Context: an optimization exercise on an open-source flow, tuned for a short achievable clock period and few clock cycles per item. The choices shown serve that exercise and are no tape-out recipe. The RTL was checked by simulation tests, not by an equivalence proof against the original design. Power figures rest on the tool's default switching activity, not on a simulated workload.

## pcie_app
module pcie_app
#(
  parameter int NUM_REGS = 16
)
(
  input  logic                   pcie_core_clk_i,
  input  logic                   rst_n_i,
  input  logic                   s_axis_tx_tready_i,
  output logic [DATA_W-1:0]      s_axis_tx_tdata_o,
  output logic [KEEP_W-1:0]      s_axis_tx_tkeep_o,
  output logic                   s_axis_tx_tlast_o,
  output logic                   s_axis_tx_tvalid_o,
  input  logic [DATA_W-1:0]      m_axis_rx_tdata_i,
  input  logic                   m_axis_rx_tlast_i,
  input  logic                   m_axis_rx_tvalid_i,
  output logic                   m_axis_rx_tready_o,
  input  logic [7:0]             cfg_bus_number_i,
  input  logic [4:0]             cfg_device_number_i,
  input  logic [2:0]             cfg_function_number_i,
  output logic [31:0]            user_data_o,
  output logic [USER_ADDR_W-1:0] user_addr_o,
  output logic                   user_wr_req_o,
  input  logic [31:0]            user_data_i,
  input  logic                   user_rd_ack_i,
  output logic                   user_rd_req_o
);
Size: ~3400 cells after synthesis, ~1500 flip-flops.
clock: 4.0 ns
lec_check: 0
abc_clock_period_in_ps: 1800
cap_margin: 20
core_margin: 2
core_utilization: 50
setup_slack_margin: 2.1
slew_margin: 20
tns_end_percent: 100
run.sh (not shown) runs the stock make flow with config.mk's settings and CLKGATE_MAP_FILE= SYNTH_SCRIPT=/design/flow/synth_recipe.tcl, a recipe that flattens the netlist after the stock synthesis.
Testbench counts at the start, summed over its fixed seeds: cycles 6,429, requests 3,200.
Then changed:
--- a/flow/design.v
+++ b/flow/design.v
@@ -53,18 +53,17 @@
   output logic [1:0]            hdr_attr_o,
   output logic [15:0]           hdr_rid_o,
   output logic [7:0]            hdr_tag_o,
   input  logic [CQ_N-1:0]       cur_slot_i,
   output logic                  req_rd_o,
   output logic [15:1]           req_we_o,
   output logic [15:0]           req_sel_o,
   output logic [31:0]           req_data_o,
-  output logic [CQ_N-1:0]       req_slot_o,
-  input  logic [15:1]           written_i
+  output logic [CQ_N-1:0]       req_slot_o
 );
   localparam logic [1:0] ST_HDR     = 2'd0;
   localparam logic [1:0] ST_ADDR    = 2'd1;
   localparam logic [1:0] ST_DISCARD = 2'd2;
   logic [1:0]  state_q;
   logic        tready_q;
   logic        ntready_q;
   logic        beat_ok;
@@ -127,17 +126,17 @@
       hdr_attr_o <= beat.hdr.attr;
       hdr_rid_o  <= beat.hdr.rid;
       hdr_tag_o  <= beat.hdr.tag;
     end
     if (state_q == ST_ADDR)
     begin
       req_data_o <= cur_data_o;
       req_slot_o <= cur_slot_i;
-      req_sel_o  <= sel & {written_i | req_we_o, 1'b1};
+      req_sel_o  <= sel;
     end
   end
 endmodule
 `timescale 1ns/100ps
 import pcie_app_pkg::*;
 module pcie_reg_file
 #(
   parameter int NUM_REGS = 16,
@@ -151,35 +150,33 @@
   input  logic                   cur_wr_i,
   input  logic [REG_ADDR_W-1:0]  cur_addr_i,
   input  logic [31:0]            cur_data_i,
   input  logic [CQ_N-1:0]        cur_slot_i,
   input  logic [15:1]            req_we_i,
   input  logic [15:0]            req_sel_i,
   input  logic [31:0]            req_data_i,
   output logic [31:0]            local_rdata_o,
-  output logic [NUM_REGS-1:1]    written_o,
   output logic                   uq_space_ok_o,
   output logic [CQ_N-1:0]        uret_slot_o,
   output logic [31:0]            uret_data_o,
   output logic [USER_ADDR_W-1:0] user_addr_o,
   output logic [31:0]            user_data_o,
   output logic                   user_wr_req_o,
   input  logic [31:0]            user_data_i,
   input  logic                   user_rd_ack_i,
   output logic                   user_rd_req_o
 );
   logic [31:0]           regs_q [1:NUM_REGS-1];
   logic [NUM_REGS-1:1]   written_q;
-  assign written_o = written_q;
   always_comb
   begin
     local_rdata_o = req_sel_i[0] ? DESIGN_ID : '0;
     for (int i = 1; i < NUM_REGS; i++)
-      local_rdata_o = local_rdata_o | (regs_q[i] & {32{req_sel_i[i]}});
+      local_rdata_o = local_rdata_o | (regs_q[i] & {32{req_sel_i[i] && written_q[i]}});
   end
   always_ff @(posedge pcie_core_clk_i or negedge rst_n_i)
   begin
     if (!rst_n_i)
       written_q <= '0;
     else
       written_q <= written_q | req_we_i[NUM_REGS-1:1];
   end
@@ -504,17 +501,16 @@
   logic [7:0]            hdr_tag;
   logic [CQ_N-1:0]       cur_slot;
   logic                  req_rd;
   logic [15:1]           req_we;
   logic [15:0]           req_sel;
   logic [31:0]           req_data;
   logic [CQ_N-1:0]       req_slot;
   logic [31:0]           local_rdata;
-  logic [15:1]           written;
   logic [CQ_N-1:0]       uret_slot;
   logic [31:0]           uret_data;
   assign completer_id = {cfg_bus_number_i, cfg_device_number_i, cfg_function_number_i};
   assign space_ok = cq_space_ok && uq_space_ok;
   pcie_rx_engine #(
     .CQ_N (CQ_N)
   ) rx_engine0 (
     .pcie_core_clk_i    (pcie_core_clk_i),
@@ -533,18 +529,17 @@
     .hdr_attr_o         (hdr_attr),
     .hdr_rid_o          (hdr_rid),
     .hdr_tag_o          (hdr_tag),
     .cur_slot_i         (cur_slot),
     .req_rd_o           (req_rd),
     .req_we_o           (req_we),
     .req_sel_o          (req_sel),
     .req_data_o         (req_data),
-    .req_slot_o         (req_slot),
-    .written_i          (written)
+    .req_slot_o         (req_slot)
   );
   pcie_reg_file #(
     .NUM_REGS (NUM_REGS),
     .UQ_N     (UQ_N),
     .CQ_N     (CQ_N)
   ) reg_file0 (
     .pcie_core_clk_i (pcie_core_clk_i),
     .rst_n_i         (rst_n_i),
@@ -552,17 +547,16 @@
     .cur_wr_i        (cur_wr),
     .cur_addr_i      (cur_addr),
     .cur_data_i      (cur_data),
     .cur_slot_i      (cur_slot),
     .req_we_i        (req_we),
     .req_sel_i       (req_sel),
     .req_data_i      (req_data),
     .local_rdata_o   (local_rdata),
-    .written_o       (written),
     .uq_space_ok_o   (uq_space_ok),
     .uret_slot_o     (uret_slot),
     .uret_data_o     (uret_data),
     .user_addr_o     (user_addr_o),
     .user_data_o     (user_data_o),
     .user_wr_req_o   (user_wr_req_o),
     .user_data_i     (user_data_i),
     .user_rd_ack_i   (user_rd_ack_i),
The changed run finished clean. Sequential power hardly moves. Hold slack degrades by 0.032 ns. Final area climbs by 2.4%. Area after synthesis climbs by 0.33%. Worst setup slack degrades by 0.020 ns. Global-route usage climbs by 1.4 points. Power stays flat. Final cell count climbs by 1.8%. Non-clock buffer count climbs by 45.
Testbench counts after the change, summed over its fixed seeds: cycles 6,429, requests 3,200.

[re-timing with driven ports]
The results above use ideal ports. As a check the final layouts listed here were re-extracted and re-timed, cells and wires unchanged. Step 1 assumes that a clkbuf_16 drives the clock port and a buf_2 every other input. Step 2 moves the port delays by t, midway between the first and last clock arrival at a register: inputs arrive t later, outputs are due t later. That takes back most of the time a late clock gives input paths. Three values: no drivers, after step 1, after step 2; two values: the first two.
run	t (ns)	setup WS [ns]	slew at the worst register clock pin (ns)
the first run	0.814	1.912 / 1.842 / 1.297	0.07 / 0.07
the second run	0.827	1.893 / 1.818 / 1.391	0.06 / 0.06
After both steps setup and hold are still met in every run listed. The setup slack of the first run, which loses most, moves by -0.070 ns with the drivers and by -0.615 ns with both steps.
